What follows belongs to an exercise in optimizing a design on an open flow for small area and a short achievable clock period; a production flow would make more cautious choices.
Power figures rest on the tool's default switching activity, not on a simulated workload.

==> run X: inputs <==
// store_buffer_fwd
module store_buffer_fwd #(
    parameter int SB_DEPTH = 8,
    parameter int TAG_W    = 5,
    parameter int ADDR_W   = 32
) (
    input  logic                      clk,
    input  logic                      rst,
    input  logic                      alloc_valid,
    output logic                      alloc_ready,
    input  logic [TAG_W-1:0]          alloc_rob_tag,
    input  logic [ADDR_W-1:0]         alloc_addr,
    input  logic [31:0]               alloc_wdata,
    input  logic [3:0]                alloc_wmask,
    input  logic                      commit_valid,
    input  logic [TAG_W-1:0]          commit_rob_tag,
    output logic                      commit_err,
    input  logic                      flush,
    output logic                      dmem_req_valid,
    input  logic                      dmem_req_ready,
    output logic [ADDR_W-1:0]         dmem_addr,
    output logic [31:0]               dmem_wdata,
    output logic [3:0]                dmem_wmask,
    input  logic                      dmem_resp,
    input  logic [ADDR_W-1:0]         ld_addr,
    input  logic [3:0]                ld_rmask,
    output logic [3:0]                fwd_mask,
    output logic [31:0]               fwd_data,
    output logic [$clog2(SB_DEPTH):0] count,
    output logic                      empty,
    output logic                      full
);
    localparam int N  = SB_DEPTH;
    localparam int CW = $clog2(SB_DEPTH) + 1;
    localparam int WA = ADDR_W - 2;
    logic [TAG_W-1:0] tag_r  [N];
    logic [WA-1:0]    addr_r [N];
    logic [31:0]      data_r [N];
    logic [3:0]       mask_r [N];
    logic [N-1:0] valid_r, comm_r;
    logic [N-1:0] valid_nxt_s, comm_nxt_s;
    logic req_r, wait_r;
    logic commit_err_r;
    logic [N-1:0] old_s;     
    logic [N-1:0] unc_s;     
    logic [N-1:0] shift_s;   
  ...
==> module sb_fwd_match, before the edit <==
module sb_fwd_match #(
    parameter int N  = 8,
    parameter int WA = 30
) (
    input  logic [WA-1:0] ld_word,
    input  logic [3:0]    ld_rmask,
    input  logic [N-1:0]  valid,
    input  logic [N*WA-1:0] addr,
    input  logic [N*32-1:0] data,
    input  logic [N*4-1:0]  mask,
    output logic [3:0]    fwd_mask,
    output logic [31:0]   fwd_data
);
    always_comb begin
        logic [N-1:0] match_v, hit_v, sel_v;
        logic         seen_v;
        logic [7:0]   byte_v;
        for (int j = 0; j < N; j++) match_v[j] = valid[j] & (addr[j*WA +: WA] == ld_word);
        for (int b = 0; b < 4; b++) begin
            seen_v = 1'b0;
            for (int j = 0; j < N; j++) begin
                hit_v[j] = match_v[j] & mask[j*4+b];
                sel_v[j] = hit_v[j] & ~seen_v;
                seen_v   = seen_v | hit_v[j];
            end
            byte_v = '0;
            for (int j = 0; j < N; j++) byte_v = byte_v | ({8{sel_v[j]}} & data[j*32+8*b +: 8]);
            fwd_mask[b]        = ld_rmask[b] & seen_v;
            fwd_data[8*b +: 8] = byte_v;
        end
    end
endmodule
Settings: LEC_CHECK=0, CAP_MARGIN=20, CORE_MARGIN=2, CORE_UTILIZATION=60, CTS_BUF_LIST=sky130_fd_sc_hd__clkbuf_4 sky130_fd_sc_hd__clkbuf_8, PLACE_DENSITY=0.7, SETUP_SLACK_MARGIN=3, SLEW_MARGIN=20, SYNTH_HIERARCHICAL=1; clock period 9.0 ns.
standard.sh (not shown) runs the stock make flow with config.mk's settings and CLKGATE_MAP_FILE= SYNTH_SCRIPT=/design/flow/synth_recipe.tcl, a recipe that flattens the netlist after the stock synthesis.
==> flow/flow/run.sh <==
#!/bin/bash
# Standard layout, with the ports buffered by the smallest plain buffer
# (the resizer upsizes the ones on critical paths). Full tool output goes
# to flow_standard.log in the work folder.
set -euo pipefail
export BUFFER_PORTS_ARGS="-buffer_cell sky130_fd_sc_hd__buf_1"
bash standard.sh finish > flow_standard.log 2>&1
==> run B (differences from run X) <==
--- a/flow/design.v
+++ b/flow/design.v
@@ -185,24 +185,98 @@
     parameter int N  = 8,
     parameter int WA = 30
 ) (
-    input  logic [WA-1:0] ld_word,
-    input  logic [3:0]    ld_rmask,
-    input  logic [N-1:0]  valid,
+    input  logic [WA-1:0]   ld_word,
+    input  logic [3:0]      ld_rmask,
+    input  logic [N-1:0]    valid,
     input  logic [N*WA-1:0] addr,
     input  logic [N*32-1:0] data,
     input  logic [N*4-1:0]  mask,
-    output logic [3:0]    fwd_mask,
-    output logic [31:0]   fwd_data
-);
-    always_comb begin
-        logic [N-1:0] match_v, hit_v, sel_v;
+    output logic [3:0]      fwd_mask,
+    output logic [31:0]     fwd_data
+);
+    logic [N-1:0] match_n_s;
+    for (genvar j = 0; j < N; j++) begin : g_eq
+        sb_word_eq #(.WA(WA)) u_eq (
+            .a     (addr[j*WA +: WA]),
+            .b     (ld_word),
+            .en      (valid[j]),
+            .match_n (match_n_s[j])
+        );
+    end
+    sb_fwd_pick #(.N(N)) u_pick (
+        .match_n  (match_n_s),
+        .ld_rmask (ld_rmask),
+        .data     (data),
+        .mask     (mask),
+        .fwd_mask (fwd_mask),
+        .fwd_data (fwd_data)
+    );
+endmodule
+module sb_word_eq #(
+    parameter int WA = 30
+) (
+    input  logic [WA-1:0] a,
+    input  logic [WA-1:0] b,
+    input  logic          en,
+    output logic          match_n
+);
+    logic [7:0] ne_s;
+    logic [3:0] eq_s;
+    for (genvar g = 0; g < 7; g++) begin : g_ne
+        sb_ne4 u_ne (.a(a[4*g +: 4]), .b(b[4*g +: 4]), .ne(ne_s[g]));
+    end
+    sb_ne2e u_ne_top (.a(a[29:28]), .b(b[29:28]), .en(en), .ne(ne_s[7]));
+    for (genvar p = 0; p < 4; p++) begin : g_eq
+        sb_nor2 u_eq (.a(ne_s[2*p]), .b(ne_s[2*p+1]), .y(eq_s[p]));
+    end
+    sb_nand4 u_match (.a(eq_s), .y(match_n));
+endmodule
+module sb_ne4 (
+    input  logic [3:0] a,
+    input  logic [3:0] b,
+    output logic       ne
+);
+    assign ne = (a != b);
+endmodule
+module sb_ne2e (
+    input  logic [1:0] a,
+    input  logic [1:0] b,
+    input  logic       en,
+    output logic       ne
+);
+    assign ne = ~en | (a != b);
+endmodule
+module sb_nor2 (
+    input  logic a,
+    input  logic b,
+    output logic y
+);
+    assign y = ~(a | b);
+endmodule
+module sb_nand4 (
+    input  logic [3:0] a,
+    output logic       y
+);
+    assign y = ~&a;
+endmodule
+module sb_fwd_pick #(
+    parameter int N = 8
+) (
+    input  logic [N-1:0]    match_n,
+    input  logic [3:0]      ld_rmask,
+    input  logic [N*32-1:0] data,
+    input  logic [N*4-1:0]  mask,
+    output logic [3:0]      fwd_mask,
+    output logic [31:0]     fwd_data
+);
+    always_comb begin
+        logic [N-1:0] hit_v, sel_v;
         logic         seen_v;
         logic [7:0]   byte_v;
-        for (int j = 0; j < N; j++) match_v[j] = valid[j] & (addr[j*WA +: WA] == ld_word);
         for (int b = 0; b < 4; b++) begin
             seen_v = 1'b0;
             for (int j = 0; j < N; j++) begin
-                hit_v[j] = match_v[j] & mask[j*4+b];
+                hit_v[j] = ~match_n[j] & mask[j*4+b];
                 sel_v[j] = hit_v[j] & ~seen_v;
                 seen_v   = seen_v | hit_v[j];
             end
--- a/flow/config.mk
+++ b/flow/config.mk
@@ -8,8 +8,10 @@
 export CAP_MARGIN = 20
 export CORE_MARGIN = 2
 export CORE_UTILIZATION = 60
-export CTS_BUF_LIST = sky130_fd_sc_hd__clkbuf_4 sky130_fd_sc_hd__clkbuf_8
+export CTS_CLUSTER_DIAMETER = 60
+export CTS_CLUSTER_SIZE = 30
 export PLACE_DENSITY = 0.7
 export SETUP_SLACK_MARGIN = 3
 export SLEW_MARGIN = 20
 export SYNTH_HIERARCHICAL = 1
+export SYNTH_MINIMUM_KEEP_SIZE = 0
==> run Z (differences from run X) <==
==> flow/run.sh (new file) <==
#!/bin/bash
# synth_recipe.tcl (not shown) runs the flow's synth.tcl, then flattens the netlist and writes it again
# the make line also repeats each setting of config.mk as NAME=value (left out here)
make -C /OpenROAD-flow-scripts/flow DESIGN_CONFIG=/design/flow/config.mk WORK_HOME=/design/flow/orfs CLKGATE_MAP_FILE= SYNTH_SCRIPT=/design/flow/synth_recipe.tcl finish
--- a/flow/config.mk
+++ b/flow/config.mk
@@ -8,8 +8,7 @@
 export CAP_MARGIN = 20
 export CORE_MARGIN = 2
 export CORE_UTILIZATION = 60
-export CTS_BUF_LIST = sky130_fd_sc_hd__clkbuf_4 sky130_fd_sc_hd__clkbuf_8
 export PLACE_DENSITY = 0.7
-export SETUP_SLACK_MARGIN = 3
+export SETUP_SLACK_MARGIN = 4
 export SLEW_MARGIN = 20
 export SYNTH_HIERARCHICAL = 1
removed: flow/flow/run.sh
removed: flow/standard.sh
==> comparison table <==
Hold WS: run B 445.8 ps; run X 419.0 ps; run Z 447.5 ps
Core ar.: run B 45380 sq um; run X 46260 sq um; run Z 46260 sq um
Floorplan die width: run B 218.7 microns; run X 220.0 microns; run Z 220.0 microns
Beginning of the critical path: run B ld_addr[18]; run X ld_addr[10]; run Z ld_addr[2]
Aggregate routed wire length: run B 78.02 mm; run X 91.21 mm; run Z 101.9 mm
Register-to-Register Path Depth: run B 9; run X 8; run Z 9
Well-tap cell count: run B 600; run X 607; run Z 607
Run status: run B finished clean; run X finished clean; run Z finished clean
Final #Nets: run B 2461; run X 2604; run Z 2649
Part of the total power dissipated in sequential elements: run B 55.7%; run X 53.7%; run Z 51.4%
Clock buffers: run B 47; run X 138; run Z 81
Sequential area share after synthesis: run B 63.42%; run X 62.64%; run Z 62.64%
Sequential cell area in the final layout: run B 17540 sq um; run X 17540 sq um; run Z 17550 sq um
Arithmetic-cell share of the synthesized area counting full adders, half adders and majority gates: run B 0.5522%; run X 0.5454%; run Z 0.5454%
Multi-input gates: run B 1335; run X 1369; run Z 1374
Gate count of the mapped netlist: run B 2103; run X 2201; run Z 2201
Starting density of the core: run B 60.92%; run X 60.50%; run Z 60.50%
Clock latency on the worst-skew pair: run B 610 ps; run X 710 ps; run Z 640 ps
Fraction of synthesized cell area taken by the top area cell type: run B 61.70%; run X 60.94%; run Z 60.94%
Function was not checked in any run of this note: the RTL went through the layout flow alone.

re-timing with driven ports:
Ports are ideal in the flow. The routed layouts listed here were re-timed in OpenROAD.
Step 1 (the two cells are an assumption about what drives the block):
set clk [get_ports {clk}]
set_driving_cell -lib_cell sky130_fd_sc_hd__clkbuf_16 $clk
set_driving_cell -lib_cell sky130_fd_sc_hd__buf_2 [delete_from_list [all_inputs] $clk]
Step 2, shift: input delay + t, output delay - t, t = (earliest + latest rising clock arrival at the registers) / 2. This alone moves slack from input paths to output paths.
a / b / c = ideal ports / drivers / drivers and shift; a / b = the first two.
run | t, ns | setup slack, ns | hold slack, ns | worst slew at a driven data input, ns | pins driven straight from the clock port
run X | 0.747 | 2.984 / 2.869 / 2.869 | 0.419 / 0.419 / 0.419 | 0.13 | 1
run B | 0.660 | 2.965 / 2.936 / 2.743 | 0.446 / 0.446 / 0.446 | 0.10 | 1
run Z | 0.696 | 2.950 / 2.895 / 2.895 | 0.447 / 0.447 / 0.447 | 0.11 | 1
After both steps setup and hold are still met in every run listed. For run B, which loses most, drivers alone change the setup slack by -0.029 ns; drivers and shift together by -0.222 ns.
